Background: an optimization exercise with open tools, aiming at small area and a short achievable clock period. Do not read the settings as production practice.
The RTL was checked by simulation tests, not by an equivalence proof against the original design.
Power is estimated from default activity; no workload was simulated.

==> flow/config.mk <==
export PLATFORM = sky130hd
export DESIGN_NAME = branch_cluster_top
export DESIGN_NICKNAME = branch_cluster_top
export VERILOG_FILES = /design/flow/design.v
export SDC_FILE = /design/flow/constraint.sdc
export NUM_CORES = 4
export LEC_CHECK = 0
export CAP_MARGIN = 20
export CORE_MARGIN = 2
export CORE_UTILIZATION = 40
export SETUP_SLACK_MARGIN = 0.4
export SLEW_MARGIN = 20
==> flow/constraint.sdc <==
create_clock -name core_clock -period 6.5 [get_ports {cpu_clock_i}]
set_input_delay 1.3000 -clock core_clock [delete_from_list [all_inputs] [get_ports {cpu_clock_i}]]
set_output_delay 1.3000 -clock core_clock [all_outputs]
set_load 0.01 [all_outputs]
==> flow/design.v <==
`default_nettype none
package branch_pkg;
    typedef logic [31:0] word_t;
    typedef logic [29:0] pc_word_t;     
    typedef logic [5:0]  rob_id_t;
    typedef logic [5:0]  preg_t;        
    typedef logic [1:0]  bm_cntr_t;     
    typedef logic [1:0]  btype_t;
    localparam btype_t BTYPE_COND = 2'd0;
    localparam btype_t BTYPE_JUMP = 2'd2;
    typedef struct packed {
        word_t    operand_1;
        word_t    operand_2;
        word_t    offset;
        pc_word_t pc;
        logic     auipc;
        logic     lui;
        logic     jal;
        logic     jalr;
        logic [2:0] bnch_cond;          
        rob_id_t  rob_id;
        preg_t    dest;
    } branch_op_t;
    typedef struct packed {
        logic     hit;
        pc_word_t target;
        logic     way;
        bm_cntr_t cntr;
        btype_t   btype;
    } btb_pred_t;
    typedef struct packed {
        word_t    result;
        logic     wb_valid;
        preg_t    dest;
        rob_id_t  rob_id;
        logic     excp;                 
    } resolve_t;
    typedef struct packed {
        logic     valid;
        pc_word_t vpc;
        word_t    target;               
        logic     taken;
        btype_t   btype;
        logic     way;
        bm_cntr_t cntr;                 
    } btb_update_t;
endpackage
`default_nettype wire
`timescale 1ns/10ps
`default_nettype none
module btb_table #(
    parameter int BTB_SETS = 64
) (
    input   wire logic                      cpu_clock_i,
    input   wire logic                      reset_i,
    input   wire branch_pkg::pc_word_t      lookup_vpc_i,
    output  branch_pkg::btb_pred_t          pred_o,
    input   wire branch_pkg::btb_update_t   upd_i,
    output  logic                           busy_o
);
    localparam int IDX_W = $clog2(BTB_SETS);
    localparam int TAG_W = 30 - IDX_W;
    logic [TAG_W-1:0]     tag_q    [2*BTB_SETS];
    branch_pkg::pc_word_t target_q [2*BTB_SETS];
    branch_pkg::btype_t   btype_q  [2*BTB_SETS];
    branch_pkg::bm_cntr_t cntr_q   [2*BTB_SETS];
    logic [1:0] valid_q [BTB_SETS];
    logic       repl_q  [BTB_SETS];     
    logic [IDX_W-1:0] rd_idx;
    logic [TAG_W-1:0] rd_tag;
    logic [1:0]       rd_match;
    logic             rd_way;
    logic [IDX_W-1:0] wr_idx;
    logic [TAG_W-1:0] wr_tag;
    logic [1:0]       wr_match;
    logic             wr_hit;
    logic             wr_way;
    branch_pkg::bm_cntr_t wr_cntr;
    assign busy_o = upd_i.valid;
    assign rd_idx = lookup_vpc_i[IDX_W-1:0];
    assign rd_tag = lookup_vpc_i[29:IDX_W];
    always_comb begin
        for (int w = 0; w < 2; w++) begin
            rd_match[w] = valid_q[rd_idx][w] && (tag_q[{rd_idx, w[0]}] == rd_tag);
        end
        rd_way   = rd_match[1];
    end
    assign wr_idx = upd_i.vpc[IDX_W-1:0];
    assign wr_tag = upd_i.vpc[29:IDX_W];
    always_comb begin
        for (int w = 0; w < 2; w++) begin
            wr_match[w] = valid_q[wr_idx][w] && (tag_q[{wr_idx, w[0]}] == wr_tag);
        end
        wr_hit = |wr_match;
        if (wr_match[upd_i.way]) begin
            wr_way = upd_i.way;
        end else if (wr_match[!upd_i.way]) begin
            wr_way = !upd_i.way;
        end else begin
            wr_way = repl_q[wr_idx];
        end
    end
    always_comb begin
        if (upd_i.btype == branch_pkg::BTYPE_JUMP) begin
            wr_cntr = 2'b11;
        end else if (!wr_hit) begin
            wr_cntr = upd_i.taken ? 2'b10 : 2'b01;     
        end else if (upd_i.taken) begin
            wr_cntr = (upd_i.cntr == 2'b11) ? 2'b11 : upd_i.cntr + 2'b01;
        end else begin
            wr_cntr = (upd_i.cntr == 2'b00) ? 2'b00 : upd_i.cntr - 2'b01;
        end
    end
    always_ff @(posedge cpu_clock_i) begin
        if (upd_i.valid) begin
            tag_q[{wr_idx, wr_way}]    <= wr_tag;
            target_q[{wr_idx, wr_way}] <= upd_i.target[31:2];
            btype_q[{wr_idx, wr_way}]  <= upd_i.btype;
            cntr_q[{wr_idx, wr_way}]   <= wr_cntr;
        end else begin
            pred_o.hit    <= |rd_match;
            pred_o.target <= target_q[{rd_idx, rd_way}];
            pred_o.way    <= rd_way;
            pred_o.cntr   <= (|rd_match) ? cntr_q[{rd_idx, rd_way}] : 2'b00;
            pred_o.btype  <= btype_q[{rd_idx, rd_way}];
        end
    end
    always_ff @(posedge cpu_clock_i) begin
        if (reset_i) begin
            for (int s = 0; s < BTB_SETS; s++) begin
                valid_q[s] <= 2'b00;
                repl_q[s]  <= 1'b0;
            end
        end else if (upd_i.valid) begin
            valid_q[wr_idx][wr_way] <= 1'b1;
            repl_q[wr_idx]          <= !wr_way;
        end
    end
endmodule
`default_nettype wire
`timescale 1ns/10ps
`default_nettype none
module branch_dispatch (
    input   wire logic                      cpu_clock_i,
    input   wire logic                      reset_i,
    input   wire logic                      flush_i,
    input   wire branch_pkg::branch_op_t    op_i,
    input   wire logic                      op_valid_i,
    output  logic                           op_ready_o,
    input   wire logic                      btb_busy_i,
    output  branch_pkg::pc_word_t           lookup_vpc_o,
    input   wire branch_pkg::btb_pred_t     pred_i,
    output  branch_pkg::branch_op_t         issue_op_o,
    output  branch_pkg::btb_pred_t          issue_pred_o,
    output  logic                           issue_valid_o
);
    branch_pkg::branch_op_t lkp_op_q;       
    logic                   lkp_valid_q;
    branch_pkg::branch_op_t hold_op_q;      
    logic                   hold_valid_q;
    logic                   accept;
    logic                   read_fire;
    assign op_ready_o = !btb_busy_i;
    assign accept     = op_valid_i && op_ready_o;
    assign read_fire  = lkp_valid_q && !btb_busy_i;
    assign lookup_vpc_o = lkp_op_q.pc;
    always_ff @(posedge cpu_clock_i) begin
        if (reset_i || flush_i) begin
            lkp_valid_q  <= 1'b0;
            hold_valid_q <= 1'b0;
        end else begin
            if (accept) begin
                lkp_valid_q <= 1'b1;
            end else if (read_fire) begin
                lkp_valid_q <= 1'b0;
            end
            hold_valid_q <= read_fire;
        end
    end
    always_ff @(posedge cpu_clock_i) begin
        if (accept) begin
            lkp_op_q <= op_i;
        end
        if (read_fire) begin
            hold_op_q <= lkp_op_q;     
        end
    end
    assign issue_op_o    = hold_op_q;
    assign issue_pred_o  = pred_i;
    assign issue_valid_o = hold_valid_q;
endmodule
`default_nettype wire
`timescale 1ns/10ps
`default_nettype none
module branch_unit (
    input   wire logic                      cpu_clock_i,
    input   wire logic                      reset_i,
    input   wire logic                      flush_i,
    input   wire branch_pkg::branch_op_t    op_i,
    input   wire branch_pkg::btb_pred_t     pred_i,
    input   wire logic                      valid_i,
    output  branch_pkg::resolve_t           res_o,
    output  logic                           res_valid_o,
    output  branch_pkg::btb_update_t        upd_o
);
    branch_pkg::word_t  pc_byte;
    branch_pkg::word_t  link_addr;
    branch_pkg::word_t  taken_target;
    branch_pkg::word_t  next_addr;
    branch_pkg::word_t  result;
    branch_pkg::btype_t actual_type;
    logic eq;
    logic gt_low;
    logic gt_s;
    logic gt_u;
    logic gt;
    logic lt;
    logic cond_true;
    logic is_jump;
    logic is_upper;
    logic taken;
    logic wrong_miss;
    logic wrong_target;
    logic wrong_type;
    logic wrong_cntr;
    logic mispredict;
    logic fire;
    assign is_jump  = op_i.jal || op_i.jalr;
    assign is_upper = op_i.lui || op_i.auipc;
    assign eq     = op_i.operand_1 == op_i.operand_2;
    assign gt_low = op_i.operand_1[30:0] > op_i.operand_2[30:0];
    always_comb begin
        if (op_i.operand_1[31] == op_i.operand_2[31]) begin
            gt_s = gt_low;
            gt_u = gt_low;
        end else begin
            gt_s = !op_i.operand_1[31];     
            gt_u = op_i.operand_1[31];
        end
    end
    assign gt = op_i.bnch_cond[1] ? gt_u : gt_s;
    assign lt = !(gt || eq);
    always_comb begin
        case ({op_i.bnch_cond[2], op_i.bnch_cond[0]})
            2'b00:   cond_true = eq;      
            2'b01:   cond_true = !eq;     
            2'b10:   cond_true = lt;      
            default: cond_true = !lt;     
        endcase
    end
    assign taken = is_jump || (cond_true && !is_upper);
    assign pc_byte      = {op_i.pc, 2'b00};
    assign link_addr    = pc_byte + 32'd4;
    assign taken_target = (op_i.jalr ? op_i.operand_1 : pc_byte) + op_i.offset;
    assign next_addr    = taken ? taken_target : link_addr;
    always_comb begin
        if (op_i.lui) begin
            result = op_i.offset;
        end else if (op_i.auipc) begin
            result = pc_byte + op_i.offset;
        end else begin
            result = link_addr;
        end
    end
    assign actual_type = is_jump ? branch_pkg::BTYPE_JUMP : branch_pkg::BTYPE_COND;
    assign wrong_miss   = !pred_i.hit;
    assign wrong_target = pred_i.hit && taken && ({pred_i.target, 2'b00} != next_addr);
    assign wrong_type   = pred_i.hit && (pred_i.btype != actual_type);
    assign wrong_cntr   = pred_i.hit && !is_jump && (pred_i.cntr[1] != taken);
    assign mispredict   = !is_upper && (wrong_miss || wrong_target || wrong_type || wrong_cntr);
    assign fire = valid_i && !flush_i;
    always_ff @(posedge cpu_clock_i) begin
        if (reset_i) begin
            res_valid_o    <= 1'b0;
            res_o.wb_valid <= 1'b0;
            res_o.excp     <= 1'b0;
            upd_o.valid    <= 1'b0;
        end else begin
            res_valid_o    <= fire;
            res_o.wb_valid <= fire && (is_upper || is_jump) && (op_i.dest != '0);
            res_o.excp     <= fire && mispredict;
            upd_o.valid    <= fire && !is_upper;
        end
    end
    always_ff @(posedge cpu_clock_i) begin
        res_o.result <= result;
        res_o.dest   <= op_i.dest;
        res_o.rob_id <= op_i.rob_id;
        upd_o.vpc    <= op_i.pc;
        upd_o.target <= taken_target;
        upd_o.taken  <= taken;
        upd_o.btype  <= actual_type;
        upd_o.way    <= pred_i.way;
        upd_o.cntr   <= pred_i.cntr;
    end
endmodule
`default_nettype wire
`timescale 1ns/10ps
`default_nettype none
module branch_cluster #(
    parameter int BTB_SETS = 64
) (
    input   wire logic                      cpu_clock_i,
    input   wire logic                      reset_i,
    input   wire logic                      flush_i,
    input   wire branch_pkg::branch_op_t    op_i,
    input   wire logic                      op_valid_i,
    output  logic                           op_ready_o,
    output  branch_pkg::resolve_t           res_o,
    output  logic                           res_valid_o
);
    branch_pkg::pc_word_t    lookup_vpc;
    branch_pkg::btb_pred_t   pred;
    branch_pkg::branch_op_t  issue_op;
    branch_pkg::btb_pred_t   issue_pred;
    logic                    issue_valid;
    branch_pkg::btb_update_t upd;
    logic                    btb_busy;
    branch_dispatch u_dispatch (
        .cpu_clock_i   (cpu_clock_i),
        .reset_i       (reset_i),
        .flush_i       (flush_i),
        .op_i          (op_i),
        .op_valid_i    (op_valid_i),
        .op_ready_o    (op_ready_o),
        .btb_busy_i    (btb_busy),
        .lookup_vpc_o  (lookup_vpc),
        .pred_i        (pred),
        .issue_op_o    (issue_op),
        .issue_pred_o  (issue_pred),
        .issue_valid_o (issue_valid)
    );
    btb_table #(
        .BTB_SETS (BTB_SETS)
    ) u_btb (
        .cpu_clock_i  (cpu_clock_i),
        .reset_i      (reset_i),
        .lookup_vpc_i (lookup_vpc),
        .pred_o       (pred),
        .upd_i        (upd),
        .busy_o       (btb_busy)
    );
    branch_unit u_branch (
        .cpu_clock_i (cpu_clock_i),
        .reset_i     (reset_i),
        .flush_i     (flush_i),
        .op_i        (issue_op),
        .pred_i      (issue_pred),
        .valid_i     (issue_valid),
        .res_o       (res_o),
        .res_valid_o (res_valid_o),
        .upd_o       (upd)
    );
endmodule
`default_nettype wire
`timescale 1ns/10ps
`default_nettype none
module branch_cluster_top (
    input   wire logic                      cpu_clock_i,
    input   wire logic                      reset_i,
    input   wire logic                      flush_i,
    input   wire logic [144:0]              op_i,
    input   wire logic                      op_valid_i,
    output  logic                           op_ready_o,
    output  logic [45:0]                    res_o,
    output  logic                           res_valid_o
);
    branch_pkg::resolve_t res;
    branch_cluster #(
        .BTB_SETS (32)
    ) u_cluster (
        .cpu_clock_i (cpu_clock_i),
        .reset_i     (reset_i),
        .flush_i     (flush_i),
        .op_i        (branch_pkg::branch_op_t'(op_i)),
        .op_valid_i  (op_valid_i),
        .op_ready_o  (op_ready_o),
        .res_o       (res),
        .res_valid_o (res_valid_o)
    );
    assign res_o = res;
endmodule
`default_nettype wire
==> flow/run.sh <==
#!/bin/bash
# synth_recipe.tcl (not shown) runs the flow's synth.tcl, then flattens the netlist and writes it again
# the make line also repeats each setting of config.mk as NAME=value (left out here)
make -C /OpenROAD-flow-scripts/flow DESIGN_CONFIG=/design/flow/config.mk WORK_HOME=/design/flow/orfs CLKGATE_MAP_FILE= SYNTH_SCRIPT=/design/flow/synth_recipe.tcl finish
==> run summary <==
## metrics by stage
| step | setup slack (ns) | setup TNS (ns) | utilization, % |
|---|---|---|---|
| after floorplan | -0.915 | -445.83 | - |
| after global placement | 0.00742 | 0 | 44.6 |
| after detailed placement | 0.241 | 0 | 44.6 |
| after CTS | 0.427 | 0 | 47.7 |
| after global routing | 0.392 | 0 | 47.7 |
| final | 0.305 | 0 | 47.7 |
## path summary, 6_finish.rpt
path                                                   startpoint                          endpoint  cells after the start
worst max-delay path                 u_cluster.u_branch.upd_o[38]  u_cluster.u_btb.target_q[35][20]                     14
worst max register to register       u_cluster.u_branch.upd_o[38]  u_cluster.u_btb.target_q[35][20]                     14
worst min-delay path            u_cluster.u_dispatch.hold_op_q[7]       u_cluster.u_branch.res_o[2]                      0
worst min register to register  u_cluster.u_dispatch.hold_op_q[7]       u_cluster.u_branch.res_o[2]                      0
## sequential cells by signal (all words and copies together), names as in the netlist, 46 cells and up, named ones only
register	flops
u_cluster.u_branch.res_o	46
u_cluster.u_branch.upd_o	66
u_cluster.u_btb.btype_q	64
u_cluster.u_btb.cntr_q	128
u_cluster.u_btb.tag_q	1600
u_cluster.u_btb.target_q	1920
u_cluster.u_btb.valid_q	64
u_cluster.u_dispatch.hold_op_q	145
u_cluster.u_dispatch.lkp_op_q	145
## repair_timing
item / in CTS / in global routing
setup endpoints to repair: 11 / 22
gates resized for setup: 4 / 5
setup buffers: 4 / 12
pin swaps: 1 / 1
cloned: 0 / 2
endpoints found under the hold margin: 0 / 0
## logic make-up (layout without fill, tap and decap cells)
| family | Yosys count | in the layout | synth area share (%) |
|---|---|---|---|
| buffers and inverters | 637 | 2013 | 1.72 |
| adders and majority gates | 94 | 94 | 0.672 |
| AOI/OAI and AO/OA | 822 | 822 | 3.23 |
| muxes | 1536 | 1536 | 18.6 |
| DFF | 4253 | 4253 | 71.4 |
| other | 0 | 14 | 0 |
| xor gates and xnor gates | 193 | 193 | 1.00 |
| and+or+nand+nor | 1183 | 1183 | 3.34 |
## metal layers
metal / routed length, um / global-route usage [%] / vias to the layer above / share of wire (%)
met4: 28900 / 10.7 / 24 / 4.7
met2: 278000 / 40.9 / 7356 / 45
met3: 79000 / 7.63 / 1236 / 13
met5: 142 / 0 / - / 0.023
li1: - / - / 39000 / -
met1: 233000 / 37.1 / 55100 / 38
## power by group
group	switching (W)	total [W]	internal, W
Combinational	0.00194	0.00324	0.00130
Clock	0.0107	0.0246	0.0138
Sequential	0.000573	0.0311	0.0305
Total	0.0132	0.0589	0.0456
## layout by cell type (no fill, tap or decap), drive strengths merged, types with 20 or more instances in the layout
cell,Yosys,final
mux2i,85,85
nor3,90,90
nand2b,32,32
inv,108,125
clkinv,2,170
dfxtp,120,120
edfxtp,4133,4133
nor4,66,66
nor2b,50,50
o22ai,152,152
or4,20,20
clkbuf,284,534
xnor2,83,83
ha,92,92
and3,60,60
nand4,82,82
xor2,104,104
nand3,59,59
a211oi,54,54
buf,243,925
mux2,48,48
clkinvlp,0,25
or2,76,76
nand2,159,159
a21o,54,54
mux4,1403,1403
a22oi,256,256
nor2,413,413
bufinv,0,39
clkdlybuf4s50,0,195
a21oi,90,90
o21ai,67,67
## area by class of cell
class	instances	area, um2
Antenna cell	14	35.0
Clock buffer	532	11300
Clock inverter	249	2400
Fill cell	36100	231000
Inverter	110	419
Multi-Input combinational cell	3828	48300
Sequential cell	4253	127000
Tap cell	5904	7390
Timing Repair Buffer	1122	14300
==> flow_summary.ini <==
[logic_synthesis]
synth_top_cells_by_count = edfxtp_1, mux4_2, nor2_1
synth_edf_count = 4133
yosysSeqAreaShare_pct = 71.4
syn_area_mm2 = 0.177
syn_avg_cell_area_um2 = 20.3
async_flop_share_pct = 0
ys.flop_type = edfxtp_1
synthTopCellsByArea = edfxtp_1, mux4_2, dfxtp_1
yosys_warnings = 3
synth_top_cell_area_share_pct = 70.1
syn_inst = 8718
yosysTopAreaCell = edfxtp_1
synth_cell_types = 80
ys_seq_elements = 4253
syn-num-nets = 8961
synth.most_common_cell = edfxtp_1

[placement]
port-buffer-count = 196
post_dp_cell_area_mm2 = 0.197
place.gp.congestion = 0.942
dp.cells = 15200
post-dp-hpwl_um = 403000

[routing]
via_count = 103000
dr.pass1.iters = 8
detail-route-antenna-nets = 0
wirelength_um = 620000
remaining_drc_errors = 0
dr.first_iter.drc_count = 17000
wl_per_cell_um = 38.7
via_per_inst = 6.41

[sta]
fmax_ghz = 0.161
hold_slack_ns = 0.343
rsz0062_at_grt = false
relSlewSlack_pct = 16.1
worst_pin_slew_ns = 1.25
fin_skew_ns = 0.0554
final.min_clock_period_ns = 6.20
hold_viol_final = 0
fin_crit_sh_pct = 95.3
setup_viol = 0
slew_violations = 0

[min_path]
worstHoldPathType = register to register

[floorplan]
core_area_mm2 = 0.441
start_util_pct = 40.1
die_x_um = 670
row_count = 244
die_y_um = 670
die_area_mm2 = 0.448
ios = 197

[grt]
antenna_found_initial = 42
grt_first_pass_wirelength_um = 841000
grtUsageTotal_pct = 27.0
grt_max_degree = 147
grt_pass1_vias = 100000
overflow = 0

[clock_tree]
cts_made_buffers = 419
cts.sinks = 4253
cts_buffer_depth = 4
cts_tree = yes
insertion_delay_ns = 1.00
path_clk_slew_ns = 0.06
cts-root-buf = clkbuf_16
h-tree-depth = 5
cts.hold.buffers_added = 0

[final_layout]
final_nets = 9977
final_area_mm2 = 0.211
areaGrowthSynthToFinish_pct = 19.0
layout.cells.non_filler = 16000
drive_above_1_share_pct = 32.1

[worst_setup_path]
crit_slowest_cell = nor4_1
timing.reg2reg.setup_slack_ns = 0.30
worstPathRequired_ns = 7.14
cp_common_cell = buf_12
crit_type = register to register
cpLargestDelayFamily = simple AND/OR/NAND/NOR gates
crit_buf_inv = 5
cp-end-kind = register
worstPathCellList = buf_12, buf_12, buf_4, mux4_2, a22oi_1, nand4_1, xor2_1, nor4_1, nand4_1, nor2_1, o22a_4, buf_4, and3_4, buf_12
cp_max_fo = 27
cp-start-kind = register
slowest_delay_ns = 0.62
cp.arrival_ns = 6.83

[power]
p_per_area_mw_per_mm2 = 279
total_power_w = 0.0589
p_leak_nw = 67.1
irDropWorstVdd_mv = 0.233

[run]
timing.max_cap.violations = 0

[outcome]
outcome = no timing/DRC/antenna violations

[static timing again, ports no longer ideal]
The results above use ideal ports. As a check the final layout listed here was re-extracted and re-timed, cells and wires unchanged.
Step 1, drivers: a clkbuf_16 drives cpu_clock_i and a buf_2 each remaining input, both assumed.
Step 2 adds t to the input delays and takes it off the output delays; t is the mean of the earliest and latest rising clock arrival at the registers after step 1. Input paths then give back, and output paths get back, about the clock's delay inside the block.
a / b / c = no drivers / after step 1 / after step 2; a / b = the first two.
shift t [ns]: 1.091
setup WS [ns]: 0.305 / 0.305 / 0.305
clock arrival spread, ns: 0.056 / 0.055
slew at the worst register clock pin (ns): 0.08 / 0.08
After both steps this run still meets setup and hold. The setup slack of this run moves by 0.000 ns with the drivers and by 0.000 ns with both steps.
